Background: an optimization exercise with open tools, aiming at small area, a short achievable clock period and few clock cycles. Do not read the settings as production practice.
Where RTL was checked, it was by simulation tests only, not by an equivalence proof against the original.
No functional check of the RTL was part of runs 1 to 6.
No activity file was given, so power comes from the tool's default toggle rates.

<file path="design/flow/design.v">
`timescale 1ns / 1ps
package tsf_pkg;
  localparam logic [15:0] HEADER_BYTES  = 16'd20;
  localparam logic [7:0]  TS_KIND       = 8'd8;
  localparam int          MIN_REMAIN    = 10;
  localparam logic [3:0]  TS_LAST_INDEX = 4'd9;
  localparam logic [3:0]  TS_VALUE_END  = 4'd5;
  localparam logic [15:0] POS_MAX       = 16'hFFFF;
  localparam logic [16:0] KIND_GAP = 17'(1 + MIN_REMAIN);
  localparam logic [16:0] LEN_GAP  = 17'(MIN_REMAIN - 1);
  localparam int QUEUE_DEPTH = 4;
  localparam int QUEUE_AW    = $clog2(QUEUE_DEPTH);
  typedef enum logic [1:0] {
    PH_WAIT,
    PH_LEN,
    PH_CAPTURE
  } phase_t;
  typedef enum logic [1:0] {
    OUT_NONE,
    OUT_MISS,
    OUT_HIT
  } outcome_t;
  typedef struct packed {
    logic [7:0]  data;
    logic        first;
    logic        last;
    logic [15:0] total_length;
    logic [15:0] pos;
    logic [16:0] pos_len;
    logic        kind_fail;
  } beat_t;
  typedef struct packed {
    logic        found;
    logic [7:0]  option_kind;
    logic [7:0]  option_length;
    logic [31:0] ts_value;
    logic [31:0] ts_echo;
  } result_t;
endpackage
`timescale 1ns / 1ps
module tcp_timestamp_option_finder
(
  input  logic        clk,
  input  logic        rst,
  input  logic        in_valid,
  output logic        in_ready,
  input  logic [7:0]  data_byte,
  input  logic        first_byte,
  input  logic        last_byte,
  input  logic [15:0] total_length,
  output logic        out_valid,
  input  logic        out_ready,
  output logic        found,
  output logic [7:0]  option_kind,
  output logic [7:0]  option_length,
  output logic [31:0] ts_value,
  output logic [31:0] ts_echo
);
  function automatic logic sum_gt(input logic [15:0] a, input logic [7:0] x,
                                  input logic [15:0] l);
    logic [15:0] xs;
    logic [15:0] s;
    logic [15:0] k;
    logic [15:0] b;
    logic [15:0] g;
    logic [15:0] pr;
    xs = {8'd0, x};
    s  = a ^ xs ^ ~l;
    k  = (a & xs) | (a & ~l) | (xs & ~l);
    b  = {k[14:0], 1'b0};
    g  = s & b;
    pr = s | b;
    for (int w = 1; w < 16; w = w * 2) begin
      for (int i = 0; i < 16; i++) begin
        if (i % (2 * w) == 2 * w - 1) begin
          g[i]  = g[i] | (pr[i] & g[i - w]);
          pr[i] = pr[i] & pr[i - w];
        end
      end
    end
    sum_gt = k[15] | g[15];
  endfunction
  logic        fv;
  logic [7:0]  fd;
  logic        ff;
  logic        fl;
  logic        ffail;      
  logic [15:0] pos9;       
  logic        pos_ovf;    
  logic [7:0]  cnt;
  logic        czero;      
  logic        st_len;     
  logic        st_cap;     
  logic        st_done;    
  logic [71:0] res;        
  logic        take;
  logic        in_le1;
  logic [7:0]  in_x;
  logic        in_fail;
  logic [16:0] p_inc;
  logic        go;
  logic        harmless;
  logic        e_len, e_cap, e_done, e_wait, e_czero;
  logic        d_le1, d_is8, d_is0;
  logic [7:0]  c;
  logic [7:0]  fx;
  logic        at_start;
  logic        hit, miss, settle;
  logic        len_n, cap_n, done_n, czero_n;
  logic [7:0]  cnt_n;
  logic        res_shift, res_hold;
  logic        fv_n, out_valid_n, settled_n, harmless_n;
  assign take   = in_valid && in_ready;
  assign in_le1 = data_byte[7:1] == 7'd0;
  assign in_x   = {data_byte[7:2], data_byte[1] | in_le1, data_byte[0] && !in_le1};
  assign in_fail = first_byte ? sum_gt(16'd9, in_x, total_length)
                              : (pos_ovf || sum_gt(pos9, in_x, total_length));
  assign p_inc  = {1'b0, pos9} + 17'd1;
  assign harmless = (st_done && !ff) || (ff && !fl);
  assign go       = fv && (!out_valid || harmless);
  assign e_len   = !ff && st_len;
  assign e_cap   = !ff && st_cap;
  assign e_done  = !ff && st_done;
  assign e_wait  = ff || !(st_len || st_cap || st_done);
  assign e_czero = !ff && czero;
  assign c       = ff ? 8'd20 : cnt;
  assign d_le1   = fd[7:1] == 7'd0;
  assign d_is8   = fd == 8'd8;
  assign d_is0   = fd == 8'd0;
  assign fx      = {fd[7:2], fd[1] | d_le1, fd[0] && !d_le1};
  assign at_start = e_wait && e_czero;
  always_comb begin
    hit     = e_cap && e_czero;
    miss    = (at_start && d_le1 && ffail) || (e_len && (d_is0 || ffail));
    len_n   = at_start && !d_le1 && !d_is8;
    cap_n   = (at_start && d_is8) || (e_cap && !e_czero);
    if (e_len)                  cnt_n = fx - 8'd2;
    else if (at_start && d_is8) cnt_n = 8'd8;
    else if (at_start)          cnt_n = 8'd0;
    else                        cnt_n = c - 8'd1;
    if (e_len)                  czero_n = fd[7:2] == 6'd0 && !(fd[1] && fd[0]);   
    else if (at_start)          czero_n = !d_is8;
    else                        czero_n = !ff && cnt == 8'd1;
    if (!e_done && !hit && fl) miss = 1'b1;
  end
  assign settle = (hit || miss) && !e_done;
  assign done_n = e_done || settle;
  assign res_shift = fv && !out_valid && e_cap && (!fl || czero);
  assign res_hold  = !(fv && !out_valid);
  assign fv_n        = take || (fv && !go);
  assign out_valid_n = (go && settle) || (out_valid && !out_ready);
  assign settled_n   = go ? done_n : st_done;
  assign harmless_n  = take ? ((settled_n && !first_byte) || (first_byte && !last_byte))
                            : ((settled_n && !ff) || (ff && !fl));
  always_ff @(posedge clk) begin
    if (rst) begin
      fv        <= 1'b0;
      in_ready  <= 1'b1;
      pos9      <= 16'd9;
      pos_ovf   <= 1'b0;
      cnt       <= 8'd20;
      czero     <= 1'b0;
      st_len    <= 1'b0;
      st_cap    <= 1'b0;
      st_done   <= 1'b0;
      out_valid <= 1'b0;
    end else begin
      fv        <= fv_n;
      in_ready  <= !fv_n || !out_valid_n || harmless_n;
      out_valid <= out_valid_n;
      if (take) begin
        pos9    <= first_byte ? 16'd10 : p_inc[15:0];
        pos_ovf <= !first_byte && (pos_ovf || p_inc[16]);
      end
      if (go) begin
        cnt     <= cnt_n;
        czero   <= czero_n;
        st_len  <= len_n && !done_n;
        st_cap  <= cap_n && !done_n;
        st_done <= done_n;
      end
    end
  end
  always_ff @(posedge clk) begin
    if (take) begin
      fd    <= data_byte;
      ff    <= first_byte;
      fl    <= last_byte;
      ffail <= in_fail;
    end
    res <= ({72{res_shift}} & {res[63:0], fd}) | ({72{res_hold}} & res);
    if (go && settle) found <= hit;
  end
  assign option_kind   = {4'd0, found, 3'd0};
  assign option_length = res[71:64];
  assign ts_value      = res[63:32];
  assign ts_echo       = res[31:0];
endmodule
</file>
<file path="design/flow/flow/run.sh">
#!/bin/bash
# Layout flow: the standard ORFS flow, with the port buffers that placement inserts
# made as plain sky130_fd_sc_hd__buf_1 cells (ORFS otherwise picks a delay buffer).
# Every ORFS step keeps its own log under orfs/logs/; make's output goes to standard.log.
set -euo pipefail
cd "$(dirname "$0")/.."
export BUFFER_PORTS_ARGS="-buffer_cell sky130_fd_sc_hd__buf_1"
bash standard.sh > standard.log 2>&1
</file>
<file path="design/flow/standard.sh">
#!/bin/bash
# synth_recipe.tcl (not shown) runs the flow's synth.tcl, then flattens the netlist and writes it again
# the make line also repeats each setting of config.mk as NAME=value (left out here)
make -C /OpenROAD-flow-scripts/flow DESIGN_CONFIG=/design/flow/config.mk WORK_HOME=/design/flow/orfs CLKGATE_MAP_FILE= SYNTH_SCRIPT=/design/flow/synth_recipe.tcl "${@:-finish}"
</file>
<file path="design/flow/config.mk">
export PLATFORM = sky130hd
export DESIGN_NAME = tcp_timestamp_option_finder
export DESIGN_NICKNAME = tcp_timestamp_option_finder
export VERILOG_FILES = /design/flow/design.v
export SDC_FILE = /design/flow/constraint.sdc
export NUM_CORES = 4
export LEC_CHECK = 0
export CAP_MARGIN = 20
export CORE_MARGIN = 2
export CORE_UTILIZATION = 40
export CTS_BUF_LIST = sky130_fd_sc_hd__clkbuf_8
export PLACE_DENSITY = 0.6
export SLEW_MARGIN = 20
</file>
<file path="design/flow/constraint.sdc">
create_clock -name core_clock -period 6.0 [get_ports {clk}]
set_input_delay 1.2000 -clock core_clock [delete_from_list [all_inputs] [get_ports {clk}]]
set_output_delay 1.2000 -clock core_clock [all_outputs]
set_load 0.01 [all_outputs]
</file>
==> impl_metrics.env, run 1 <==
export IMPL_status="timing/DRC/antenna clean"
export IMPL_arrival_ns=3.50
export IMPL_first_global_vias=3859
export IMPL_setup_viol=0
export IMPL_clockBufferDepth=2
export IMPL_grt_max_degree=74
export IMPL_portBuffers=105
export IMPL_synth_edf_count=12
export IMPL_grt_pass1_wl_um=19100
export IMPL_yosysWarnings=1
export IMPL_antenna_cells=0
export IMPL_timing_final_crit_period_ns=3.22
export IMPL_synth_cell_types=67
export IMPL_total_power_uw=1740
export IMPL_power_density_mw_per_mm2=282
export IMPL_ios=113
export IMPL_die_area_sq_mm=0.0140
export IMPL_hold_path_class="reg -> reg"
export IMPL_cts_hold_buf=0
export IMPL_worstSetupEndpointType="register"
export IMPL_critPathKind="in -> reg"
export IMPL_final_cells=802
export IMPL_synth_ff_type="dfxtp_1"
export IMPL_post_cts_setup_buffers=0
export IMPL_crit_required_ns=6.28
export IMPL_htree_levels=4
export IMPL_cts_tree="built"
export IMPL_drt_iter0_markers=237
export IMPL_antenna_found_initial=0
export IMPL_drive_gt1_frac=0.0683
export IMPL_die_h_um=118
export IMPL_initial_core_util=0.413
export IMPL_cts_buffers=17
export IMPL_slew_viol_final=0
export IMPL_fp_coreArea_sq_mm=0.0127
export IMPL_gp_congestion=0.875
export IMPL_leakagePower_uw=0.00238
export IMPL_dieWidth_um=118
export IMPL_cts_resized=0
export IMPL_fin_nets=672
export IMPL_route_detailed_drc=0
export IMPL_routed_wl_um=11800
export IMPL_clock_latency_ns=0.43
export IMPL_drv_cap=0
export IMPL_syn_to_final_growth_pct=17.9
export IMPL_ys_seq_elements=116
export IMPL_max_freq_mhz=311
export IMPL_final_setup_skew_ns=0.0103
export IMPL_path_clk_slew_ns=0.07
export IMPL_cts_root_buffer="clkbuf_8"
export IMPL_synth_seq_area_share=0.467
export IMPL_avgRoutedWirePerCell_um=14.7
export IMPL_antenna_left=0
export IMPL_dpl_hpwl_um=8520
export IMPL_worst_ir_drop_vdd_mv=0.123
export IMPL_rows=41
export IMPL_async_flop_share=0
export IMPL_first_pass_iters=4
export IMPL_place_inst=770
export IMPL_hold_slack_ns=0.476
export IMPL_grt_use_total=0.169
export IMPL_path_max_fanout=4
export IMPL_grt_overflow_total=0
export IMPL_max_slew_margin=0.411
export IMPL_rsz0062_at_grt="false"
export IMPL_syn_area_sq_mm=0.00523
export IMPL_fin_crit_sh=0.536
export IMPL_vias_per_cell=5.22
export IMPL_clkSinkCount=116
export IMPL_fin_tns_setup_ns=0
export IMPL_hold_viol_final=0
export IMPL_tightest_slew_ns=0.883
export IMPL_route_vias_total=4185
export IMPL_syn_inst=517
export IMPL_postSynthAreaPerCell_sq_um=10.1
export IMPL_start_kind="input port"
-- critical path, cell delays in order --
cell and delay (ns):
buf_1 0.14, or4_4 0.56, nor4_1 0.16, or2_2 0.16, inv_1 0.05, fa_1 0.38
a221o_1 0.36, a211oi_1 0.25, a211oi_1 0.10, o21ai_1 0.14
-- report_power, final --
group | internal (uW) | switching [uW] | leakage, uW
combinational | 46.7 | 76.3 | 0.00118
clock | 492 | 314 | 0.000238
sequential | 794 | 15.5 | 0.000957
total | 1330 | 406 | 0.00238
-- Yosys cell counts, types with 8 or more instances --
master / number / area (sq um)
dfxtp_1: 104 / 2080
nor3_1: 11 / 55.1
o21ai_0: 10 / 50.1
xnor2_1: 11 / 96.3
a211oi_1: 9 / 67.6
buf_2: 12 / 60.1
buf_4: 8 / 60.1
edfxtp_1: 12 / 360
xor2_1: 8 / 70.1
a21oi_1: 13 / 65.1
nand2b_1: 8 / 50.1
nor2_1: 41 / 154
a22o_1: 73 / 639
nand2_1: 24 / 90.1
inv_1: 39 / 146
ha_1: 18 / 225
clkbuf_1: 11 / 41.3
-- layout by cell type (no fill, tap or decap), drive strengths merged, types with 8 or more instances in the layout --
cell type  netlist  layout
xor2             8       8
o21ai           12      12
a22o            73      73
xnor2           11      11
nor3            12      12
inv             39      46
edfxtp          12      12
ha              18      18
a21oi           13      13
nand2b           8       8
a211oi           9       9
dfxtp          104     104
clkbuf          11      17
nor2            41      41
nand2           24      24
buf             21     107
-- flip-flops by register name, indices dropped and copies added, names as in the netlist --
| signal | cells |
|---|---|
| found | 1 |
| cnt | 8 |
| res | 72 |
| st_cap | 1 |
| in_ready | 1 |
| st_len | 1 |
| ffail | 1 |
| pos9 | 16 |
| fd | 8 |
| st_done | 1 |
| czero | 1 |
| pos_ovf | 1 |
| out_valid | 1 |
| fv | 1 |
| ff | 1 |
| fl | 1 |
-- worst paths after layout --
| kind | start | to | slack [ns] | depth (start not counted) |
|---|---|---|---|---|
| hold / removal | res[67] | res[67] | 0.48 | 1 |
| setup / recovery | data_byte[2] | ffail | 2.78 | 10 |
| hold reg to reg | res[67] | res[67] | 0.48 | 1 |
| setup reg to reg | ff | cnt[3] | 3.65 | 5 |
-- cell type report --
cell class,count,area (sq um)
inverters,39,146
clock inverters,15,209
multi-input cells,336,2500
well taps,172,215
fillers,1220,6510
flip-flops and latches,116,2440
repair buffers,107,409
clock buffers,17,234
-- kinds of logic (layout without fill, tap and decap cells) --
group | count (synthesis) | count (layout) | share of synthesized area
compound gates | 160 | 160 | 0.249
buf+inv | 71 | 178 | 0.0596
other cells | 1 | 7 | 0.000717
fa+ha+maj | 26 | 26 | 0.0718
xor+xnor | 19 | 19 | 0.0318
simple gates | 124 | 124 | 0.120
flops | 116 | 116 | 0.467
-- routing by layer --
layer  up-vias  routed length [um]  GRT usage
met3         8                 465     0.0550
met2        88                5280      0.252
met5         -                   0          0
li1       2110                   -          -
met1      1979                5940      0.230
met4         0                  97     0.0557
-- per-stage QoR --
stage,utilization,cell area [sq um],setup WS [ns]
after global placement,0.451,5720,2.44
after CTS,0.486,6160,2.83
after detailed placement,0.451,5720,2.38
after floorplan,-,5250,2.66
final,0.486,6160,2.78
after global routing,0.486,6160,2.61
==> run 2, diff against run 1 <==
==> design/flow/flow/run.sh (replaced) <==
#!/bin/bash
# Layout flow: the standard ORFS flow with two changes.
# - Synthesis leaves adders to abc (no ADDER_MAP_FILE): the design's only arithmetic is a
#   bound check written as a carry tree and two counters, which abc maps faster than the
#   full-adder cells. Registers are mapped exactly as in the standard synthesis.
# - The port buffers that placement inserts are plain sky130_fd_sc_hd__buf_1 cells (ORFS
#   otherwise picks a delay buffer).
# Every ORFS step keeps its own log under orfs/logs/; make's output goes to standard.log.
set -euo pipefail
cd "$(dirname "$0")/.."
export ADDER_MAP_FILE=
export BUFFER_PORTS_ARGS="-buffer_cell sky130_fd_sc_hd__buf_1"
bash standard.sh > standard.log 2>&1
==> impl_metrics.env, run 2 <==
export IMPL_switching_power_uw=424
export IMPL_grt_pass1_wl_um=19200
export IMPL_critical_path_top_delay_family="simple AND/OR/NAND/NOR gates"
export IMPL_power_density_mw_per_mm2=275
export IMPL_final_common_cell="buf_1"
export IMPL_busiest_layer="met2"
export IMPL_pwr_share_seq=0.493
export IMPL_die_area_sq_mm=0.0136
export IMPL_synth_cell_types=54
export IMPL_dieWidth_um=117
export IMPL_cp_num_buf_inv=1
export IMPL_vias_per_cell=5.34
export IMPL_async_flop_share=0
export IMPL_pwr_share_clk=0.439
export IMPL_timing_final_crit_period_ns=2.77
export IMPL_slew_viol_final=0
export IMPL_synth_top_cells_by_count="104 x dfxtp_1, 73 x a22o_1, 41 x nor2_1"
export IMPL_antenna_found_initial=0
export IMPL_worstSetupEndpointType="register"
export IMPL_hold_viol_final=0
export IMPL_worst_ir_drop_vdd_mv=0.138
export IMPL_path_cells="buf_1 -> nor4_1 -> a21oi_1 -> xnor2_1 -> or3_1 -> a311oi_1 -> o21ai_1 -> nand2_1"
export IMPL_utilization=0.477
export IMPL_dpl_hpwl_um=8480
export IMPL_critical_path_max_stage_delay_ns=0.56
export IMPL_clock_latency_ns=0.44
export IMPL_postSynthAreaPerCell_sq_um=9.56
export IMPL_rows=41
export IMPL_syn_area_sq_mm=0.00509
export IMPL_grt_max_degree=74
export IMPL_clkSinkCount=116
export IMPL_routed_wl_um=12000
export IMPL_crit_required_ns=6.30
export IMPL_swShare=0.258
export IMPL_cts_root_buffer="clkbuf_8"
export IMPL_synth_ff_type="dfxtp_1"
export IMPL_antenna_left=0
export IMPL_cts_buffers=17
export IMPL_route_vias_total=4335
export IMPL_gp_congestion=0.807
export IMPL_grt_overflow_total=0
export IMPL_layout_cells_most_common_list="105 x buf_1, 104 x dfxtp_1, 73 x a22o_1"
export IMPL_die_h_um=117
export IMPL_synth_seq_area_share=0.480
export IMPL_top_regs="res: 72 flops, pos9: 16 flops"
export IMPL_path_max_fanout=7
export IMPL_yosysWarnings=1
export IMPL_htree_levels=4
export IMPL_fin_crit_sh=0.462
export IMPL_cp_slowest_cell="nor4_1"
export IMPL_largest_reg_flops=72
export IMPL_max_slew_margin=0.456
export IMPL_avgRoutedWirePerCell_um=14.8
export IMPL_grt_use_met2=0.279
export IMPL_clockBufferDepth=2
export IMPL_leakagePower_uw=0.00213
export IMPL_hold_path_class="reg -> reg"
export IMPL_yosys_area_top_type="dfxtp_1"
export IMPL_drv_cap=0
export IMPL_tightest_slew_ns=0.816
export IMPL_critPathKind="in -> reg"
export IMPL_max_freq_mhz=361
export IMPL_rsz0062_at_grt="false"
export IMPL_cts_hold_buf=0
export IMPL_post_cts_setup_buffers=0
export IMPL_portBuffers=105
export IMPL_p_comb_frac=0.069
export IMPL_grtUsageMet3=0.0503
export IMPL_synth_most_common_cell="dfxtp_1"
export IMPL_ios=113
export IMPL_first_global_vias=3925
export IMPL_fp_coreArea_sq_mm=0.0125
export IMPL_final_setup_skew_ns=0.0135
export IMPL_first_pass_iters=4
export IMPL_num_fill_cells=1229
export IMPL_setup_viol=0
export IMPL_status="timing/DRC/antenna clean"
export IMPL_yosys_top_cells_area="dfxtp_1 41%, a22o_1 13%, edfxtp_1 7.1%"
export IMPL_drt_iter0_markers=260
export IMPL_start_kind="input port"
export IMPL_synth_edf_count=12
export IMPL_cts_resized=0
export IMPL_largest_register="res"
export IMPL_syn_inst=532
export IMPL_grt_use_total=0.180
export IMPL_drive_gt1_frac=0.0625
export IMPL_initial_core_util=0.406
export IMPL_fin_tns_setup_ns=0
export IMPL_route_detailed_drc=0
export IMPL_ys_seq_elements=116
export IMPL_netlist_area_leader_share=0.409
export IMPL_path_clk_slew_ns=0.07
export IMPL_cts_tree="built"
export IMPL_intPower_uw=1220
export IMPL_antenna_cells=0
export IMPL_arrival_ns=3.08
export IMPL_grtUsageMet1=0.239
export IMPL_syn_to_final_growth_pct=17.4
export IMPL_fin_nets=657
==> run 2: changes by cell type after synthesis, moves of 10 or more <==
cell / before / now
xnor2_1: 11 / 21
a21oi_1: 13 / 28
ha_1: 18 / 0
buf_2: 12 / 0
nor2b_1: 6 / 20
clkbuf_1: 11 / 29
inv_1: 39 / 17
o21ai_0: 10 / 20
==> run 2: kinds of logic after synthesis <==
| kind of cell | share of synthesized area |
|---|---|
| xor+xnor | 0.0568 |
| other cells | 0.000737 |
| fa+ha+maj | 0.0118 |
| simple gates | 0.155 |
| compound gates | 0.247 |
| buf+inv | 0.0458 |
| flops | 0.480 |
| mux | 0.00197 |
==> run 2: area by class of cell <==
cell class,count,area [sq um],share of cell area
Inverter,17,63.8,0.0107
Sequential cell,116,2440,0.409
Multi-Input combinational cell,368,2440,0.409
Timing Repair Buffer,107,409,0.0685
Clock buffer,18,248,0.0415
Tap cell,172,215,0.0361
Clock inverter,14,150,0.0252
==> run 2: layer usage <==
metal / share of wire / up-vias / wire length (um)
met5: 0 / - / 0
met4: 0.013 / 0 / 157
met3: 0.055 / 13 / 665
met2: 0.47 / 124 / 5660
met1: 0.46 / 2062 / 5510
li1: - / 2136 / -
==> run 2: metrics by stage <==
stage	std cells	hold WS (ns)	total power, uW	cell area (sq um)	worst slack, ns
final	812	0.481	1640	5970	3.23
after CTS	812	0.485	1660	5970	3.28
after global routing	812	0.502	1710	5970	3.00
after global placement	780	0.461	934	5570	2.87
after detailed placement	780	0.466	937	5570	2.82
after floorplan	538	0.437	906	5110	3.26
==> run 2: power by group through the flow <==
stage          clock network, uW  logic [uW]  registers (uW)
2_1_floorplan                  0        86.6             819
3_3_place_gp                   0         109             825
3_5_place_dp                   0         112             826
4_1_cts                      738         112             808
5_1_grt                      776         126             810
6_report                     720         113             808
==> run 2: path summary, 6_finish.rpt <==
kind | slack, ns | end | from | depth (start not counted)
worst max-delay path | 3.23 | ffail | data_byte[6] | 8
worst min-delay path | 0.48 | res[68] | res[68] | 1
worst max register to register | 3.51 | in_ready | fd[4] | 7
worst min register to register | 0.48 | res[68] | res[68] | 1
==> run 3, diff against run 2 <==
--- a/design/flow/config.mk
+++ b/design/flow/config.mk
@@ -12,2 +12,3 @@
 export PLACE_DENSITY = 0.6
+export SETUP_SLACK_MARGIN = 3.6
 export SLEW_MARGIN = 20
==> impl_metrics.env, run 3 <==
export IMPL_async_flop_share=0
export IMPL_start_kind="input port"
export IMPL_synth_compound_area_share=0.247
export IMPL_p_comb_frac=0.079
export IMPL_largest_reg_flops=72
export IMPL_grtUsageMet3=0.0581
export IMPL_total_power_uw=1560
export IMPL_dieWidth_um=117
export IMPL_antenna_found_initial=0
export IMPL_final_setup_skew_ns=0.0128
export IMPL_rsz0062_at_grt="true"
export IMPL_synth_ff_type="dfxtp_1"
export IMPL_fp_coreArea_sq_mm=0.0125
export IMPL_clock_latency_ns=0.43
export IMPL_synthAdderAreaFrac=0.0118
export IMPL_ys_seq_elements=116
export IMPL_drv_cap=0
export IMPL_drive_gt1_frac=0.0890
export IMPL_layout_cells_most_common_list="104 x dfxtp_1, 103 x buf_1, 73 x a22o_1"
export IMPL_grt_overflow_total=0
export IMPL_path_cells="buf_1 -> nor4_4 -> o2bb2ai_1 -> o311ai_0 -> o21ai_0 -> a21oi_1 -> o211a_1 -> nand2_1"
export IMPL_fin_nets=669
export IMPL_cts_hold_buf=0
export IMPL_synth_seq_area_share=0.480
export IMPL_final_common_cell="dfxtp_1"
export IMPL_die_h_um=117
export IMPL_cp_slowest_cell="o311ai_0"
export IMPL_tightest_slew_ns=0.831
export IMPL_synth_top_cells_by_count="104 x dfxtp_1, 73 x a22o_1, 41 x nor2_1"
export IMPL_yosys_top_cells_area="dfxtp_1 41%, a22o_1 13%, edfxtp_1 7.1%"
export IMPL_synth_edf_count=12
export IMPL_timing_final_crit_period_ns=2.47
export IMPL_status="timing/DRC/antenna clean"
export IMPL_r2r_slack_ns=3.63
export IMPL_syn_area_sq_mm=0.00509
export IMPL_pwr_share_clk=0.403
export IMPL_ios=113
export IMPL_leakagePower_uw=0.00219
export IMPL_path_max_fanout=7
export IMPL_postSynthAreaPerCell_sq_um=9.56
export IMPL_netlist_area_leader_share=0.409
export IMPL_grt_use_met2=0.277
export IMPL_synth_most_common_cell="dfxtp_1"
export IMPL_cts_buffers=17
export IMPL_initial_core_util=0.406
export IMPL_clkSinkCount=116
export IMPL_max_slew_margin=0.446
export IMPL_syn_inst=532
export IMPL_antenna_cells=0
export IMPL_num_fill_cells=1255
export IMPL_portBuffers=105
export IMPL_hold_path_class="reg -> reg"
export IMPL_synth_top_family_by_area="compound AO/OA/AOI/OAI gates"
export IMPL_max_freq_mhz=405
export IMPL_clockBufferDepth=2
export IMPL_synth_simple_area_share=0.155
export IMPL_worstSetupEndpointType="register"
export IMPL_swShare=0.265
export IMPL_avgRoutedWirePerCell_um=14.8
export IMPL_slew_viol_final=0
export IMPL_grt_max_degree=74
export IMPL_antenna_left=0
export IMPL_hold_slack_ns=0.475
export IMPL_drt_iter0_markers=247
export IMPL_place_area_sq_mm=0.00561
export IMPL_synth_cell_types=54
export IMPL_arrival_ns=2.67
export IMPL_cts_root_buffer="clkbuf_8"
export IMPL_route_vias_total=4363
export IMPL_synthMuxAreaShare=0.00197
export IMPL_critPathKind="in -> reg"
export IMPL_first_global_vias=3772
export IMPL_hold_viol_final=0
export IMPL_cts_tree="built"
export IMPL_worst_ir_drop_vdd_mv=0.146
export IMPL_top_regs="res: 72 flops, pos9: 16 flops"
export IMPL_rows=41
export IMPL_critical_path_max_stage_delay_ns=0.35
export IMPL_switching_power_uw=413
export IMPL_path_clk_slew_ns=0.07
export IMPL_setup_ws_ns=3.53
export IMPL_power_density_mw_per_mm2=257
export IMPL_fin_tns_setup_ns=0
export IMPL_yosysWarnings=1
export IMPL_yosys_area_top_type="dfxtp_1"
export IMPL_fin_crit_sh=0.412
export IMPL_first_pass_iters=5
export IMPL_htree_levels=4
export IMPL_routed_wl_um=12200
export IMPL_crit_required_ns=6.20
export IMPL_dpl_hpwl_um=8490
export IMPL_route_detailed_drc=0
export IMPL_finalInstanceArea_sq_mm=0.00605
export IMPL_setup_viol=0
export IMPL_largest_register="res"
export IMPL_yosys_area_share_xor_xnor=0.0568
export IMPL_grt_pass1_wl_um=19200
export IMPL_busiest_layer="met2"
export IMPL_intPower_uw=1140
export IMPL_grtUsageMet1=0.244
export IMPL_pre_cts_slack_ns=3.01
export IMPL_vias_per_cell=5.29
export IMPL_pwr_share_seq=0.518
export IMPL_gp_congestion=0.879
export IMPL_die_area_sq_mm=0.0136
export IMPL_syn_to_final_growth_pct=19.0
export IMPL_grt_use_total=0.181
-- run 3: worst max-delay path: cells and delay by family --
family | cells | cell delay, ns
buffers and inverters | 1 | 0.30
AND/OR/NAND/NOR | 2 | 0.15
AO/OA/AOI/OAI | 5 | 1.01
-- run 3: timing repair --
action / CTS / global route
setup endpoints to repair: 4 / 11
resized for setup: 1 / 3
pin swaps: 0 / 0
buffers inserted: 3 / 9
-- run 3: routing by layer --
| metal | vias up | share of wire |
|---|---|---|
| li1 | 2164 | - |
| met5 | - | 0 |
| met2 | 128 | 0.47 |
| met3 | 13 | 0.052 |
| met1 | 2058 | 0.47 |
| met4 | 0 | 0.012 |
-- run 3: worst paths after layout --
check	start	to	depth (start not counted)
worst min register to register	res[69]	res[69]	1
worst max register to register	fd[4]	in_ready	7
worst min-delay path	res[69]	res[69]	1
worst max-delay path	data_byte[6]	ffail	8
-- run 3: area by class of cell --
class                           count  area [sq um]  share of cell area
Clock buffer                       19           262              0.0432
Timing Repair Buffer              119           502              0.0829
Multi-Input combinational cell    368          2480               0.410
Clock inverter                     13          85.1              0.0141
Sequential cell                   116          2440               0.403
Inverter                           17          63.8              0.0105
Tap cell                          172           215              0.0355
-- run 3: stage by stage --
| stage | cells | utilization |
|---|---|---|
| after CTS | 815 | 0.478 |
| after floorplan | 538 | - |
| after global placement | 780 | 0.448 |
| after global routing | 824 | 0.484 |
| after detailed placement | 780 | 0.448 |
| final | 824 | 0.484 |
-- run 3: power groups by stage --
stage	Combinational, uW	Clock (uW)	Sequential [uW]
3_5_place_dp	114	0	826
3_3_place_gp	112	0	826
5_1_grt	137	689	808
2_1_floorplan	88.2	0	819
6_report	123	627	807
4_1_cts	118	647	807
-- run 3: cells by family (layout without fill, tap and decap cells) --
kind of cell / after synthesis / in the layout
DFF: 116 / 116
other: 1 / 7
muxes: 1 / 1
xor gates and xnor gates: 33 / 33
and+or+nand+nor: 152 / 152
adders and majority gates: 6 / 6
AOI/OAI and AO/OA: 169 / 169
buffers and inverters: 54 / 168
==> run 4, diff against run 3 <==
--- a/design/flow/config.mk
+++ b/design/flow/config.mk
@@ -12,3 +12,3 @@
 export PLACE_DENSITY = 0.6
-export SETUP_SLACK_MARGIN = 3.6
+export SETUP_SLACK_MARGIN = 4.0
 export SLEW_MARGIN = 20
==> impl_metrics.env, run 4 <==
export IMPL_drt_iter0_markers=263
export IMPL_slew_viol_final=0
export IMPL_hold_path_class="reg -> reg"
export IMPL_synth_cell_types=54
export IMPL_layout_cells_most_common_list="94 x buf_4, 86 x buf_6, 77 x dfxtp_2"
export IMPL_yosys_area_top_type="dfxtp_1"
export IMPL_final_setup_skew_ns=0.0104
export IMPL_hold_viol_final=0
export IMPL_ios=113
export IMPL_clkSinkCount=116
export IMPL_gp_congestion=0.864
export IMPL_utilization=0.617
export IMPL_dieWidth_um=117
export IMPL_synth_top_cells_by_count="104 x dfxtp_1, 73 x a22o_1, 41 x nor2_1"
export IMPL_route_detailed_drc=0
export IMPL_die_area_sq_mm=0.0136
export IMPL_first_pass_iters=5
export IMPL_critPathKind="reg -> reg"
export IMPL_clock_latency_ns=0.44
export IMPL_tightest_slew_ns=0.556
export IMPL_place_area_sq_mm=0.00562
export IMPL_async_flop_share=0
export IMPL_cts_buffers=17
export IMPL_vias_per_cell=5.29
export IMPL_grt_use_total=0.210
export IMPL_drive_gt1_frac=0.471
export IMPL_max_freq_mhz=415
export IMPL_path_cells="or4_4 -> or4_4 -> o31ai_4 -> a21oi_2 -> nand2b_4 -> or3_1 -> nand4_1"
export IMPL_antenna_left=0
export IMPL_synth_most_common_cell="dfxtp_1"
export IMPL_cts_hold_buf=0
export IMPL_die_h_um=117
export IMPL_antenna_found_initial=0
export IMPL_route_vias_total=4851
export IMPL_fin_nets=762
export IMPL_setup_viol=0
export IMPL_fin_tns_setup_ns=0
export IMPL_avgRoutedWirePerCell_um=15.7
export IMPL_finalInstanceArea_sq_mm=0.00772
export IMPL_netlist_area_leader_share=0.409
export IMPL_ys_seq_elements=116
export IMPL_path_clk_slew_ns=0.07
export IMPL_setup_ws_ns=3.59
export IMPL_cts_root_buffer="clkbuf_8"
export IMPL_worst_ir_drop_vdd_mv=0.138
export IMPL_timing_final_crit_period_ns=2.41
export IMPL_power_density_mw_per_mm2=208
export IMPL_rows=41
export IMPL_syn_inst=532
export IMPL_total_power_uw=1600
export IMPL_path_max_fanout=4
export IMPL_postSynthAreaPerCell_sq_um=9.56
export IMPL_fp_coreArea_sq_mm=0.0125
export IMPL_pre_cts_slack_ns=3.04
export IMPL_crit_required_ns=6.37
export IMPL_syn_area_sq_mm=0.00509
export IMPL_drv_cap=0
export IMPL_final_common_cell="buf_4"
export IMPL_top_regs="res: 72 flops, pos9: 16 flops"
export IMPL_start_kind="register"
export IMPL_status="timing/DRC/antenna clean"
export IMPL_cp_slowest_cell="or4_4"
export IMPL_yosys_top_cells_area="dfxtp_1 41%, a22o_1 13%, edfxtp_1 7.1%"
export IMPL_fin_crit_sh=0.402
export IMPL_routed_wl_um=14400
export IMPL_first_global_vias=4615
export IMPL_dpl_hpwl_um=8550
export IMPL_worstSetupEndpointType="register"
export IMPL_largest_register="res"
export IMPL_largest_reg_flops=72
export IMPL_critical_path_max_stage_delay_ns=0.57
export IMPL_leakagePower_uw=0.00322
export IMPL_num_fill_cells=1006
export IMPL_rsz0062_at_grt="true"
export IMPL_clockBufferDepth=2
export IMPL_antenna_cells=0
export IMPL_syn_to_final_growth_pct=51.8
export IMPL_synth_seq_area_share=0.480
export IMPL_synth_ff_type="dfxtp_1"
export IMPL_yosysWarnings=1
export IMPL_initial_core_util=0.406
export IMPL_grt_max_degree=74
export IMPL_max_slew_margin=0.630
export IMPL_portBuffers=105
export IMPL_cp_common_cell="or4_4"
export IMPL_grt_pass1_wl_um=22200
export IMPL_htree_levels=4
export IMPL_grt_overflow_total=0
export IMPL_cts_tree="built"
export IMPL_synth_edf_count=12
export IMPL_arrival_ns=2.77
[run 4: through the flow]
stage | std cells | hold WS, ns
2_1_floorplan | 538 | 0.437
3_3_place_gp | 780 | 0.460
3_5_place_dp | 780 | 0.465
4_1_cts | 902 | 0.485
5_1_grt | 917 | 0.504
6_report | 917 | 0.483
[run 4: worst paths after layout]
kind,start,end,slack [ns],cells after the start
max reg2reg,fd[4],in_ready,3.59,7
max,fd[4],in_ready,3.59,7
min,res[68],res[68],0.48,1
min reg2reg,res[68],res[68],0.48,1
[run 4: final cells by class]
| cell class | instances | area, sq um | area share |
|---|---|---|---|
| clock buffers | 17 | 234 | 0.0303 |
| clock inverters | 15 | 115 | 0.0149 |
| inverters | 17 | 66.3 | 0.00859 |
| multi-input cells | 368 | 2710 | 0.351 |
| flip-flops and latches | 116 | 2550 | 0.330 |
| well taps | 172 | 215 | 0.0279 |
| repair buffers | 212 | 1830 | 0.237 |
[run 4: kinds of logic after synthesis]
| kind of cell | Yosys count | synth area share |
|---|---|---|
| compound gates | 169 | 0.247 |
| simple gates | 152 | 0.155 |
| flops | 116 | 0.480 |
| buf+inv | 54 | 0.0458 |
| xor+xnor | 33 | 0.0568 |
| fa+ha+maj | 6 | 0.0118 |
| other cells | 1 | 0.000737 |
| mux | 1 | 0.00197 |
[run 4: what timing repair did]
| item | CTS | global route |
|---|---|---|
| pin swaps | 17 | 18 |
| setup endpoints to repair | 175 | 166 |
| cloned | 0 | 0 |
| buffers inserted | 90 | 15 |
| resized for setup | 261 | 44 |
[run 4: layer usage]
layer	vias to the layer above	track usage	share of wire
li1	2344	-	-
met1	2368	0.265	0.44
met2	126	0.346	0.51
met3	13	0.0581	0.039
met4	0	0.0722	0.011
met5	-	0	0
[run 4: critical path: cells and delay by family (launching register included)]
family           cells  cell delay (ns)
AND/OR/NAND/NOR      5             1.63
flip-flops           1             0.44
AO/OA/AOI/OAI        2             0.26
[run 4: where the power goes]
group,switching [uW],internal (uW),leakage [uW]
Combinational,84.7,60.8,0.00203
Clock,328,322,0.000193
Sequential,14.4,793,0.000997
==> run 5, diff against run 4 <==
--- a/design/flow/config.mk
+++ b/design/flow/config.mk
@@ -12,3 +12,3 @@
 export PLACE_DENSITY = 0.6
-export SETUP_SLACK_MARGIN = 4.0
+export SETUP_SLACK_MARGIN = 3.4
 export SLEW_MARGIN = 20
==> impl_metrics.env, run 5 <==
export IMPL_hold_viol_final=0
export IMPL_syn_inst=532
export IMPL_crit_end="ffail"
export IMPL_syn_to_final_growth_pct=18.4
export IMPL_top_regs="res: 72 flops, pos9: 16 flops"
export IMPL_fin_tns_setup_ns=0
export IMPL_initial_core_util=0.406
export IMPL_intPower_uw=1270
export IMPL_start_kind="input port"
export IMPL_largest_reg_flops=72
export IMPL_layout_cells_most_common_list="105 x buf_1, 104 x dfxtp_1, 73 x a22o_1"
export IMPL_vias_per_cell=5.29
export IMPL_clkSinkCount=116
export IMPL_path_clk_slew_ns=0.07
export IMPL_cts_root_buffer="clkbuf_8"
export IMPL_path_depth=8
export IMPL_netlist_area_leader_share=0.409
export IMPL_rr_worst_depth=7
export IMPL_fin_crit_sh=0.418
export IMPL_critical_path_max_stage_delay_ns=0.30
export IMPL_cts_tree="built"
export IMPL_swShare=0.246
export IMPL_path_cells="buf_1 -> xnor2_1 -> xnor2_1 -> o21ai_0 -> and3_1 -> a211oi_1 -> o211a_1 -> nand2_1"
export IMPL_p_comb_frac=0.068
export IMPL_power_density_mw_per_mm2=279
export IMPL_grt_max_degree=74
export IMPL_rows=41
export IMPL_antenna_left=0
export IMPL_yosysWarnings=1
export IMPL_max_slew_margin=0.475
export IMPL_synth_ff_type="dfxtp_1"
export IMPL_clockBufferDepth=2
export IMPL_final_setup_skew_ns=0.00996
export IMPL_route_detailed_drc=0
export IMPL_postSynthAreaPerCell_sq_um=9.56
export IMPL_portBuffers=105
export IMPL_ys_seq_elements=116
export IMPL_cp_slowest_cell="xnor2_1"
export IMPL_async_flop_share=0
export IMPL_setup_viol=0
export IMPL_hold_slack_ns=0.479
export IMPL_rsz0062_at_grt="false"
export IMPL_synth_seq_area_share=0.480
export IMPL_drt_iter0_markers=310
export IMPL_cts_hold_buf=0
export IMPL_hold_path_class="reg -> reg"
export IMPL_timing_rr_end="in_ready"
export IMPL_first_pass_iters=5
export IMPL_yosys_top_cells_area="dfxtp_1 41%, a22o_1 13%, edfxtp_1 7.1%"
export IMPL_fp_coreArea_sq_mm=0.0125
export IMPL_max_freq_mhz=399
export IMPL_slew_viol_final=0
export IMPL_cp_num_buf_inv=1
export IMPL_drive_gt1_frac=0.0672
export IMPL_drv_cap=0
export IMPL_syn_area_sq_mm=0.00509
export IMPL_utilization=0.481
export IMPL_first_global_vias=3818
export IMPL_cts_resized=0
export IMPL_leakagePower_uw=0.00215
export IMPL_synth_cell_types=54
export IMPL_die_h_um=117
export IMPL_setup_ws_ns=3.49
export IMPL_yosys_area_top_type="dfxtp_1"
export IMPL_worst_ir_drop_vdd_mv=0.108
export IMPL_startpoint="data_byte[7]"
export IMPL_status="timing/DRC/antenna clean"
export IMPL_ios=113
export IMPL_grt_use_total=0.181
export IMPL_antenna_found_initial=0
export IMPL_fin_nets=657
export IMPL_synth_edf_count=12
export IMPL_cp_common_cell="xnor2_1"
export IMPL_antenna_cells=0
export IMPL_grt_overflow_total=0
export IMPL_largest_register="res"
export IMPL_die_area_sq_mm=0.0136
export IMPL_post_cts_setup_buffers=0
export IMPL_critical_path_top_delay_family="compound AO/OA/AOI/OAI gates"
export IMPL_timing_final_crit_period_ns=2.51
export IMPL_route_vias_total=4294
export IMPL_htree_levels=4
export IMPL_synth_most_common_cell="dfxtp_1"
export IMPL_reg2reg_from="fd[4]"
export IMPL_pwr_share_clk=0.450
export IMPL_grt_pass1_wl_um=19100
export IMPL_switching_power_uw=412
export IMPL_arrival_ns=2.69
export IMPL_routed_wl_um=12100
export IMPL_tightest_slew_ns=0.787
export IMPL_critPathKind="in -> reg"
export IMPL_synth_top_cells_by_count="104 x dfxtp_1, 73 x a22o_1, 41 x nor2_1"
export IMPL_gp_congestion=0.833
export IMPL_pwr_share_seq=0.482
export IMPL_cts_buffers=17
export IMPL_path_max_fanout=5
export IMPL_pre_cts_slack_ns=2.98
export IMPL_worstSetupEndpointType="register"
export IMPL_r2r_slack_ns=3.53
export IMPL_clock_latency_ns=0.43
export IMPL_dpl_hpwl_um=8590
export IMPL_final_common_cell="buf_1"
export IMPL_crit_required_ns=6.19
export IMPL_avgRoutedWirePerCell_um=14.9
export IMPL_dieWidth_um=117
run 5: cell counts after synthesis:
Identical to the previous run, type by type.
run 5: metrics by stage:
| stage | instances | instance area, sq um | total power [uW] |
|---|---|---|---|
| after global routing | 812 | 6020 | 1750 |
| after global placement | 780 | 5590 | 935 |
| after detailed placement | 780 | 5590 | 938 |
| after CTS | 812 | 6000 | 1700 |
| final | 812 | 6020 | 1680 |
| after floorplan | 538 | 5120 | 906 |
run 5: worst min-delay path by stage:
stage / slack (ns) / end / depth (start not counted) / startpoint
6_report: 0.48 / res[67] / 1 / res[67]
2_1_floorplan: 0.44 / pos_ovf / 2 / pos_ovf
5_1_grt: 0.50 / res[65] / 1 / res[65]
3_5_place_dp: 0.47 / res[71] / 1 / res[71]
3_3_place_gp: 0.46 / res[65] / 1 / res[65]
4_1_cts: 0.48 / res[71] / 1 / res[71]
run 5: cell type report:
type	count	area [sq um]
clock inverters	13	156
well taps	172	215
repair buffers	107	409
clock buffers	19	262
multi-input cells	368	2470
fillers	1245	6490
inverters	17	63.8
flip-flops and latches	116	2440
run 5: power groups by stage:
stage	sequential (uW)	combinational, uW	clock (uW)
after floorplan	819	86.8	0
after global placement	825	110	0
after detailed placement	826	112	0
after CTS	808	112	775
after global routing	810	129	807
final	809	114	756
run 5: cells by family (layout without fill, tap and decap cells):
family	count (synthesis)	count (layout)	share of synthesized area
and+or+nand+nor	152	152	0.155
AOI/OAI and AO/OA	169	169	0.247
muxes	1	1	0.00197
xor gates and xnor gates	33	33	0.0568
adders and majority gates	6	6	0.0118
other	1	7	0.000737
DFF	116	116	0.480
buffers and inverters	54	156	0.0458
run 5: metal layers:
| layer | global-route usage | share of wire | up-vias | routed length (um) |
|---|---|---|---|---|
| met2 | 0.274 | 0.47 | 114 | 5670 |
| li1 | - | - | 2131 | - |
| met3 | 0.0493 | 0.045 | 16 | 542 |
| met5 | 0 | 0 | - | 0 |
| met1 | 0.243 | 0.47 | 2033 | 5720 |
| met4 | 0.0753 | 0.013 | 0 | 161 |
==> run 6, diff against run 5 <==
--- a/design/flow/config.mk
+++ b/design/flow/config.mk
@@ -11,4 +11,6 @@
 export CTS_BUF_LIST = sky130_fd_sc_hd__clkbuf_8
+export CTS_CLUSTER_DIAMETER = 80
+export CTS_CLUSTER_SIZE = 30
 export PLACE_DENSITY = 0.6
-export SETUP_SLACK_MARGIN = 3.4
+export SETUP_SLACK_MARGIN = 3.6
 export SLEW_MARGIN = 20
==> impl_metrics.env, run 6 <==
export IMPL_tightest_slew_ns=0.831
export IMPL_timing_final_crit_period_ns=2.47
export IMPL_die_area_sq_mm=0.0136
export IMPL_rows=41
export IMPL_cts_tree="built"
export IMPL_drt_iter0_markers=247
export IMPL_path_max_fanout=7
export IMPL_fp_coreArea_sq_mm=0.0125
export IMPL_power_density_mw_per_mm2=257
export IMPL_total_power_uw=1560
export IMPL_drv_cap=0
export IMPL_start_kind="input port"
export IMPL_postSynthAreaPerCell_sq_um=9.56
export IMPL_vias_per_cell=5.29
export IMPL_synth_cell_types=54
export IMPL_portBuffers=105
export IMPL_synth_seq_area_share=0.480
export IMPL_grt_use_met2=0.277
export IMPL_holdCritStartpoint="res[69]"
export IMPL_r2r_slack_ns=3.63
export IMPL_clkSinkCount=116
export IMPL_reg2reg_from="fd[4]"
export IMPL_hold_viol_final=0
export IMPL_crit_required_ns=6.20
export IMPL_clockBufferDepth=2
export IMPL_first_global_vias=3772
export IMPL_drive_gt1_frac=0.0890
export IMPL_route_detailed_drc=0
export IMPL_synth_most_common_cell="dfxtp_1"
export IMPL_largest_register="res"
export IMPL_yosysWarnings=1
export IMPL_layout_cells_most_common_list="104 x dfxtp_1, 103 x buf_1, 73 x a22o_1"
export IMPL_antenna_left=0
export IMPL_cts_buffers=17
export IMPL_final_common_cell="dfxtp_1"
export IMPL_antenna_found_initial=0
export IMPL_arrival_ns=2.67
export IMPL_grt_max_degree=74
export IMPL_ios=113
export IMPL_ys_seq_elements=116
export IMPL_critical_path_max_stage_delay_ns=0.35
export IMPL_worstSetupEndpointType="register"
export IMPL_avgRoutedWirePerCell_um=14.8
export IMPL_status="timing/DRC/antenna clean"
export IMPL_grt_use_total=0.181
export IMPL_route_vias_total=4363
export IMPL_largest_reg_flops=72
export IMPL_fin_crit_sh=0.412
export IMPL_syn_to_final_growth_pct=19.0
export IMPL_hold_path_class="reg -> reg"
export IMPL_startpoint="data_byte[6]"
export IMPL_cp_num_buf_inv=1
export IMPL_grt_overflow_total=0
export IMPL_cts_root_buffer="clkbuf_8"
export IMPL_path_clk_slew_ns=0.07
export IMPL_dieWidth_um=117
export IMPL_netlist_area_leader_share=0.409
export IMPL_yosys_top_cells_area="dfxtp_1 41%, a22o_1 13%, edfxtp_1 7.1%"
export IMPL_clock_latency_ns=0.43
export IMPL_fin_nets=669
export IMPL_final_setup_skew_ns=0.0128
export IMPL_gp_congestion=0.879
export IMPL_grtUsageMet1=0.244
export IMPL_dpl_hpwl_um=8490
export IMPL_syn_inst=532
export IMPL_critPathKind="in -> reg"
export IMPL_cts_hold_buf=0
export IMPL_grt_pass1_wl_um=19200
export IMPL_rsz0062_at_grt="true"
export IMPL_leakagePower_uw=0.00219
export IMPL_htree_levels=4
export IMPL_first_pass_iters=5
export IMPL_top_regs="res: 72 flops, pos9: 16 flops"
export IMPL_setup_viol=0
export IMPL_path_cells="buf_1 -> nor4_4 -> o2bb2ai_1 -> o311ai_0 -> o21ai_0 -> a21oi_1 -> o211a_1 -> nand2_1"
export IMPL_slew_viol_final=0
export IMPL_critical_path_top_delay_family="compound AO/OA/AOI/OAI gates"
export IMPL_antenna_cells=0
export IMPL_yosys_area_top_type="dfxtp_1"
export IMPL_synth_top_cells_by_count="104 x dfxtp_1, 73 x a22o_1, 41 x nor2_1"
export IMPL_synth_ff_type="dfxtp_1"
export IMPL_max_slew_margin=0.446
export IMPL_syn_area_sq_mm=0.00509
export IMPL_cp_slowest_cell="o311ai_0"
export IMPL_synth_edf_count=12
export IMPL_die_h_um=117
export IMPL_initial_core_util=0.406
export IMPL_grtUsageMet3=0.0581
export IMPL_busiest_layer="met2"
export IMPL_fin_tns_setup_ns=0
export IMPL_async_flop_share=0
export IMPL_max_freq_mhz=405
export IMPL_worst_ir_drop_vdd_mv=0.146
export IMPL_routed_wl_um=12200
==> run 6: cell count changes in the layout (fill, tap and decap cells not counted), sizes merged <==
cell      before  now
clkbuf        19   20
bufinv         3    0
clkinv         3    8
clkinvlp       2    0
buf          107  118
==> run 6: report_power, final <==
group	internal [uW]	total, uW	switching [uW]
sequential	794	807	13.3
combinational	45.8	123	77.0
clock	305	627	322
==> run 6: area by class of cell <==
class,instances,area [sq um]
flip-flops and latches,116,2440
clock inverters,13,85.1
repair buffers,119,502
well taps,172,215
inverters,17,63.8
clock buffers,19,262
fillers,1255,6460
multi-input cells,368,2480
==> run 6: cells by family after synthesis <==
| family | synth area share |
|---|---|
| flip-flops | 0.480 |
| AND/OR/NAND/NOR | 0.155 |
| other | 0.000737 |
| multiplexers | 0.00197 |
| buffers and inverters | 0.0458 |
| AO/OA/AOI/OAI | 0.247 |
| XOR/XNOR | 0.0568 |
| adder cells (fa/ha/maj) | 0.0118 |
==> run 6: metal layers <==
layer | wire length, um | up-vias
met1 | 5700 | 2058
met2 | 5680 | 128
met4 | 141 | 0
met3 | 636 | 13
li1 | - | 2164
met5 | 0 | -
==> run 6: repair_timing <==
item	CTS	global route
cloned	0	0
setup endpoints to repair	4	11
resized for setup	1	3
setup buffers	3	9
==> run 6: final timing paths <==
check,endpoint,cells after the start
max,ffail,8
min reg2reg,res[69],1
max reg2reg,in_ready,7
min,res[69],1
==> run 6: per-stage QoR <==
stage | area (sq um) | utilization | cells | hold slack (ns) | setup WS [ns]
5_1_grt | 6050 | 0.484 | 824 | 0.496 | 3.48
6_report | 6050 | 0.484 | 824 | 0.475 | 3.53
2_1_floorplan | 5150 | - | 538 | 0.437 | 3.49
3_5_place_dp | 5610 | 0.448 | 780 | 0.463 | 3.01
4_1_cts | 5980 | 0.478 | 815 | 0.483 | 3.59
3_3_place_gp | 5610 | 0.448 | 780 | 0.459 | 3.12
==> run 7, diff against run 6 <==
--- a/design/flow/design.v
+++ b/design/flow/design.v
@@ -115,4 +115,3 @@
   assign in_x   = {data_byte[7:2], data_byte[1] | in_le1, data_byte[0] && !in_le1};
-  assign in_fail = first_byte ? sum_gt(16'd9, in_x, total_length)
-                              : (pos_ovf || sum_gt(pos9, in_x, total_length));
+  assign in_fail = pos_ovf || sum_gt(pos9, in_x, total_length);
   assign p_inc  = {1'b0, pos9} + 17'd1;
--- a/design/flow/flow/run.sh
+++ b/design/flow/flow/run.sh
@@ -12,2 +12,3 @@
 export BUFFER_PORTS_ARGS="-buffer_cell sky130_fd_sc_hd__buf_1"
+export CTS_ARGS="-repair_clock_nets -buf_list sky130_fd_sc_hd__clkbuf_8"
 bash standard.sh > standard.log 2>&1
--- a/design/flow/config.mk
+++ b/design/flow/config.mk
@@ -11,4 +11,2 @@
 export CTS_BUF_LIST = sky130_fd_sc_hd__clkbuf_8
-export CTS_CLUSTER_DIAMETER = 80
-export CTS_CLUSTER_SIZE = 30
 export PLACE_DENSITY = 0.6
==> impl_metrics.env, run 7 <==
export IMPL_seq_area_sq_mm=0.00244
export IMPL_hold_path_depth=1
export IMPL_yosysWarnings=1
export IMPL_setup_viol=0
export IMPL_num_fill_cells=1133
export IMPL_grt_overflow_total=0
export IMPL_route_vias_total=4187
export IMPL_largest_register="res"
export IMPL_synth_most_common_cell="dfxtp_1"
export IMPL_timing_final_crit_period_ns=2.53
export IMPL_netlist_area_leader_share=0.418
export IMPL_syn_to_final_growth_pct=20.2
export IMPL_largest_reg_flops=72
export IMPL_path_cells="buf_6 -> or4_4 -> o41ai_4 -> and3_4 -> o311ai_2 -> nand4_1 -> nand4_1"
export IMPL_clkSinkCount=116
export IMPL_drt_iter0_markers=222
export IMPL_fp_coreArea_sq_mm=0.0121
export IMPL_synth_cell_types=59
export IMPL_top_regs="res: 72 flops, pos9: 16 flops"
export IMPL_drv_cap=0
export IMPL_cts_tree="built"
export IMPL_cts_root_buffer="clkbuf_8"
export IMPL_status="timing/DRC/antenna clean"
export IMPL_routed_wl_um=11800
export IMPL_worst_ir_drop_vdd_mv=0.135
export IMPL_reg2reg_from="fd[4]"
export IMPL_timing_rr_end="found"
export IMPL_final_common_cell="dfxtp_1"
export IMPL_holdCritStartpoint="res[70]"
export IMPL_grt_max_degree=74
export IMPL_crit_required_ns=6.15
export IMPL_tightest_slew_ns=0.756
export IMPL_worstSetupEndpointType="register"
export IMPL_min_to="res[70]"
export IMPL_place_inst=749
export IMPL_syn_area_sq_mm=0.00498
export IMPL_syn_inst=501
export IMPL_vias_per_cell=5.34
export IMPL_grt_pass1_wl_um=18500
export IMPL_antenna_cells=0
export IMPL_fin_crit_sh=0.421
export IMPL_final_cells=784
export IMPL_rsz0062_at_grt="true"
export IMPL_path_clk_slew_ns=0.07
export IMPL_gp_congestion=0.937
export IMPL_fin_tns_setup_ns=0
export IMPL_power_density_mw_per_mm2=274
export IMPL_route_detailed_drc=0
export IMPL_critical_path_max_stage_delay_ns=0.56
export IMPL_cts_hold_buf=0
export IMPL_yosys_top_cells_area="dfxtp_1 42%, a22o_1 13%, edfxtp_1 7.2%"
export IMPL_path_max_fanout=3
export IMPL_first_pass_iters=5
export IMPL_portBuffers=105
export IMPL_arrival_ns=2.68
export IMPL_avgRoutedWirePerCell_um=15.1
export IMPL_antenna_left=0
export IMPL_clock_latency_ns=0.42
export IMPL_r2r_slack_ns=3.74
export IMPL_drive_gt1_frac=0.0990
export IMPL_yosys_area_top_type="dfxtp_1"
export IMPL_start_kind="input port"
export IMPL_htree_levels=4
export IMPL_clockBufferDepth=2
export IMPL_rows=40
export IMPL_rr_worst_depth=5
export IMPL_cp_slowest_cell="or4_4"
export IMPL_slew_viol_final=0
export IMPL_critPathKind="in -> reg"
export IMPL_synth_top_cells_by_count="104 x dfxtp_1, 73 x a22o_1, 38 x nor2_1"
export IMPL_final_setup_skew_ns=0.0156
export IMPL_postSynthAreaPerCell_sq_um=9.93
export IMPL_leakagePower_uw=0.00222
export IMPL_ys_seq_elements=116
export IMPL_ios=113
export IMPL_die_h_um=116
export IMPL_max_freq_mhz=395
export IMPL_synth_ff_type="dfxtp_1"
export IMPL_synth_seq_area_share=0.491
export IMPL_max_slew_margin=0.496
export IMPL_async_flop_share=0
export IMPL_first_global_vias=3709
export IMPL_hold_viol_final=0
export IMPL_cp_common_cell="nand4_1"
export IMPL_cts_buffers=17
export IMPL_antenna_found_initial=0
export IMPL_multi_input_area_sq_mm=0.00238
export IMPL_synth_edf_count=12
export IMPL_dpl_hpwl_um=8320
export IMPL_initial_core_util=0.413
export IMPL_dieWidth_um=116
export IMPL_fin_nets=634
export IMPL_die_area_sq_mm=0.0134
export IMPL_grt_use_total=0.175
export IMPL_layout_cells_most_common_list="104 x dfxtp_1, 100 x buf_1, 73 x a22o_1"
export IMPL_hold_path_class="reg -> reg"
==> run 7: changes by cell type in the layout (fill, tap and decap cells not counted), moves of 4 or more <==
cell      previous run  this run
buf_4               14         6
inv_1               19        23
or3_1                8         2
maj3_1               6        10
o211ai_1             0         4
a21oi_1             27        19
nor2b_1             20         6
a221oi_1             4         0
nand2_1             25        21
nor4_1               2         7
==> run 7: layer usage <==
metal | vias up | wire length, um | track usage
met5 | - | 0 | 0
met4 | 0 | 104 | 0.0618
met3 | 13 | 561 | 0.0523
met2 | 109 | 5530 | 0.274
met1 | 2006 | 5630 | 0.232
li1 | 2059 | - | -
==> run 7: stage by stage <==
step	hold slack [ns]	total power [uW]	util	cell area (sq um)	setup slack, ns
after detailed placement	0.465	931	0.455	5490	2.93
after CTS	0.483	1660	0.491	5930	3.48
after global routing	0.493	1710	0.496	5980	3.44
after floorplan	0.437	900	-	5020	3.26
after global placement	0.456	929	0.455	5490	2.98
final	0.477	1640	0.496	5980	3.47
==> run 7: cell families after synthesis <==
kind of cell / count (synthesis) / share of synthesized area
muxes: 2 / 0.00402
DFF: 116 / 0.491
AOI/OAI and AO/OA: 159 / 0.247
other: 1 / 0.000753
buffers and inverters: 56 / 0.0495
and+or+nand+nor: 128 / 0.134
xor gates and xnor gates: 29 / 0.0538
adders and majority gates: 10 / 0.0201
==> run 7: cell type report <==
class,count,area share
clock buffer,20,0.0460
inverter,23,0.0144
multi-input combinational,335,0.398
timing repair buffer,111,0.0776
tap,168,0.0351
clock inverter,11,0.0205
sequential,116,0.408
==> run 7: how the worst max path moves through the flow <==
stage | start | end | cells past startpoint
2_1_floorplan | data_byte[4] | ffail | 6
3_5_place_dp | data_byte[4] | ffail | 7
6_report | data_byte[1] | ffail | 7
5_1_grt | data_byte[1] | ffail | 7
4_1_cts | data_byte[1] | ffail | 7
3_3_place_gp | data_byte[4] | ffail | 7
==> run 7: report_power, final <==
group	total [uW]	internal, uW	switching [uW]
clock	720	401	318
sequential	809	793	15.2
combinational	111	41.7	69.6
total	1640	1240	403
==> run 7: repair_timing <==
action,4_1_cts,5_1_grt
buffers inserted,1,3
resized for setup,10,8
pin swaps,6,7
endpoints found under the hold margin,0,0
endpoints found under the setup margin,1,6
==> run 7: worst max-delay path, delay by kind of cell <==
kind / cells / cell delay (ns)
buffers and inverters: 1 / 0.09
AND/OR/NAND/NOR: 4 / 1.01
AO/OA/AOI/OAI: 2 / 0.38
Testbench counts of run 7, summed over its fixed seeds: cycles 24,217.
==> run 8, diff against run 7 <==
--- a/design/flow/flow/run.sh
+++ b/design/flow/flow/run.sh
@@ -12,3 +12,2 @@
 export BUFFER_PORTS_ARGS="-buffer_cell sky130_fd_sc_hd__buf_1"
-export CTS_ARGS="-repair_clock_nets -buf_list sky130_fd_sc_hd__clkbuf_8"
 bash standard.sh > standard.log 2>&1
==> impl_metrics.env, run 8 <==
export IMPL_rr_worst_depth=5
export IMPL_max_slew_margin=0.496
export IMPL_gp_congestion=0.937
export IMPL_yosys_top_cells_area="dfxtp_1 42%, a22o_1 13%, edfxtp_1 7.2%"
export IMPL_hold_path_depth=1
export IMPL_fin_crit_sh=0.421
export IMPL_routed_wl_um=11800
export IMPL_hold_path_class="reg -> reg"
export IMPL_yosys_area_top_type="dfxtp_1"
export IMPL_route_vias_total=4187
export IMPL_route_detailed_drc=0
export IMPL_grt_pass1_wl_um=18500
export IMPL_hold_viol_final=0
export IMPL_ys_seq_elements=116
export IMPL_rows=40
export IMPL_largest_register="res"
export IMPL_multi_input_area_sq_mm=0.00238
export IMPL_max_freq_mhz=395
export IMPL_antenna_cells=0
export IMPL_yosysWarnings=1
export IMPL_status="timing/DRC/antenna clean"
export IMPL_initial_core_util=0.413
export IMPL_tightest_slew_ns=0.756
export IMPL_fin_tns_setup_ns=0
export IMPL_cts_hold_buf=0
export IMPL_grt_max_degree=74
export IMPL_slew_viol_final=0
export IMPL_cp_num_buf_inv=1
export IMPL_syn_to_final_growth_pct=20.2
export IMPL_cp_common_cell="nand4_1"
export IMPL_cts_buffers=17
export IMPL_async_flop_share=0
export IMPL_num_fill_cells=1133
export IMPL_timing_final_crit_period_ns=2.53
export IMPL_synth_edf_count=12
export IMPL_crit_required_ns=6.15
export IMPL_portBuffers=105
export IMPL_start_kind="input port"
export IMPL_final_common_cell="dfxtp_1"
export IMPL_first_global_vias=3709
export IMPL_leakagePower_uw=0.00222
export IMPL_critPathKind="in -> reg"
export IMPL_vias_per_cell=5.34
export IMPL_drive_gt1_frac=0.0990
export IMPL_grt_overflow_total=0
export IMPL_die_h_um=116
export IMPL_netlist_area_leader_share=0.418
export IMPL_top_regs="res: 72 flops, pos9: 16 flops"
export IMPL_fin_nets=634
export IMPL_worst_ir_drop_vdd_mv=0.135
export IMPL_cts_tree="built"
export IMPL_path_depth=7
export IMPL_dpl_hpwl_um=8320
export IMPL_antenna_found_initial=0
export IMPL_hold_slack_ns=0.477
export IMPL_cts_root_buffer="clkbuf_8"
export IMPL_syn_area_sq_mm=0.00498
export IMPL_path_clk_slew_ns=0.07
export IMPL_worstSetupEndpointType="register"
export IMPL_fp_coreArea_sq_mm=0.0121
export IMPL_drv_cap=0
export IMPL_die_area_sq_mm=0.0134
export IMPL_avgRoutedWirePerCell_um=15.1
export IMPL_power_density_mw_per_mm2=274
export IMPL_arrival_ns=2.68
export IMPL_rsz0062_at_grt="true"
export IMPL_synth_cell_types=59
export IMPL_clock_latency_ns=0.42
export IMPL_setup_viol=0
export IMPL_clkSinkCount=116
export IMPL_syn_inst=501
export IMPL_clockBufferDepth=2
export IMPL_largest_reg_flops=72
export IMPL_htree_levels=4
export IMPL_seq_area_sq_mm=0.00244
export IMPL_grt_use_total=0.175
export IMPL_critical_path_top_delay_family="simple AND/OR/NAND/NOR gates"
export IMPL_first_pass_iters=5
export IMPL_final_setup_skew_ns=0.0156
export IMPL_synth_seq_area_share=0.491
export IMPL_synth_top_cells_by_count="104 x dfxtp_1, 73 x a22o_1, 38 x nor2_1"
export IMPL_synth_most_common_cell="dfxtp_1"
export IMPL_antenna_left=0
export IMPL_critical_path_max_stage_delay_ns=0.56
export IMPL_postSynthAreaPerCell_sq_um=9.93
export IMPL_path_cells="buf_6 -> or4_4 -> o41ai_4 -> and3_4 -> o311ai_2 -> nand4_1 -> nand4_1"
export IMPL_drt_iter0_markers=222
export IMPL_path_max_fanout=3
export IMPL_synth_ff_type="dfxtp_1"
export IMPL_cp_slowest_cell="or4_4"
export IMPL_layout_cells_most_common_list="104 x dfxtp_1, 100 x buf_1, 73 x a22o_1"
export IMPL_ios=113
export IMPL_dieWidth_um=116
run 8: cell families after synthesis:
logic type               count (synthesis)  share of synthesized area
AO/OA/AOI/OAI                          159                      0.247
XOR/XNOR                                29                     0.0538
adder cells (fa/ha/maj)                 10                     0.0201
buffers and inverters                   56                     0.0495
flip-flops                             116                      0.491
multiplexers                             2                    0.00402
other                                    1                   0.000753
AND/OR/NAND/NOR                        128                      0.134
run 8: layer usage:
| metal | part of all wire | GRT usage | up-vias |
|---|---|---|---|
| li1 | - | - | 2059 |
| met1 | 0.48 | 0.232 | 2006 |
| met2 | 0.47 | 0.274 | 109 |
| met3 | 0.047 | 0.0523 | 13 |
| met4 | 0.0088 | 0.0618 | 0 |
| met5 | 0 | 0 | - |
run 8: cell type report:
type / count / share of cell area
clock buffers: 20 / 0.0460
clock inverters: 11 / 0.0205
inverters: 23 / 0.0144
multi-input cells: 335 / 0.398
flip-flops and latches: 116 / 0.408
well taps: 168 / 0.0351
repair buffers: 111 / 0.0776
run 8: power by group:
part           leakage (uW)  switching [uW]  internal (uW)
Combinational       0.00106            69.6           41.7
Sequential         0.000957            15.2            793
Clock              0.000206             318            401
Total               0.00222             403           1240
run 8: final timing paths:
check               startpoint      end  slack (ns)
hold reg to reg        res[70]  res[70]        0.48
hold / removal         res[70]  res[70]        0.48
setup / recovery  data_byte[1]    ffail        3.47
setup reg to reg         fd[4]    found        3.74
run 8: repair_timing:
action	CTS	global route
setup endpoints to repair	1	6
gates resized for setup	10	8
setup buffers	1	3
pin swaps	6	7
run 8: metrics by stage:
stage | total power [uW] | utilization | setup WS (ns) | std cells | instance area, sq um
after detailed placement | 931 | 0.455 | 2.93 | 749 | 5490
after floorplan | 900 | - | 3.26 | 507 | 5020
after CTS | 1660 | 0.491 | 3.48 | 781 | 5930
after global routing | 1710 | 0.496 | 3.44 | 784 | 5980
final | 1640 | 0.496 | 3.47 | 784 | 5980
after global placement | 929 | 0.455 | 2.98 | 749 | 5490

-- static timing again, ports no longer ideal --
Ports are ideal in the flow. The routed layouts listed here were re-timed in OpenROAD. Step 1 (the two cells are an assumption about what drives the block):
set clk [get_ports {clk}]
set_driving_cell -lib_cell sky130_fd_sc_hd__clkbuf_16 $clk
set_driving_cell -lib_cell sky130_fd_sc_hd__buf_2 [delete_from_list [all_inputs] $clk]
Step 2 moves the port delays by t, midway between the first and last clock arrival at a register: inputs arrive t later, outputs are due t later. That takes back most of the time a late clock gives input paths. Three values: ideal ports, drivers, drivers and shift; two values: the first two.
run	t, ns	slack for setup (ns)	worst setup path after step 2
run 1	0.459	2.781 / 2.798 / 2.339	input to register
run 2	0.464	3.227 / 3.242 / 2.779	input to register
run 3	0.464	3.530 / 3.543 / 3.079	input to register
run 4	0.468	3.590 / 3.590 / 3.172	input to register
run 5	0.467	3.494 / 3.509 / 3.042	input to register
run 6	0.464	3.530 / 3.543 / 3.079	input to register
run 7	0.445	3.472 / 3.472 / 3.027	input to register
run 8	0.445	3.472 / 3.472 / 3.027	input to register
After both steps setup and hold are still met in every run listed. The setup slack of run 5, which loses most, moves by +0.015 ns with the drivers and by -0.452 ns with both steps.
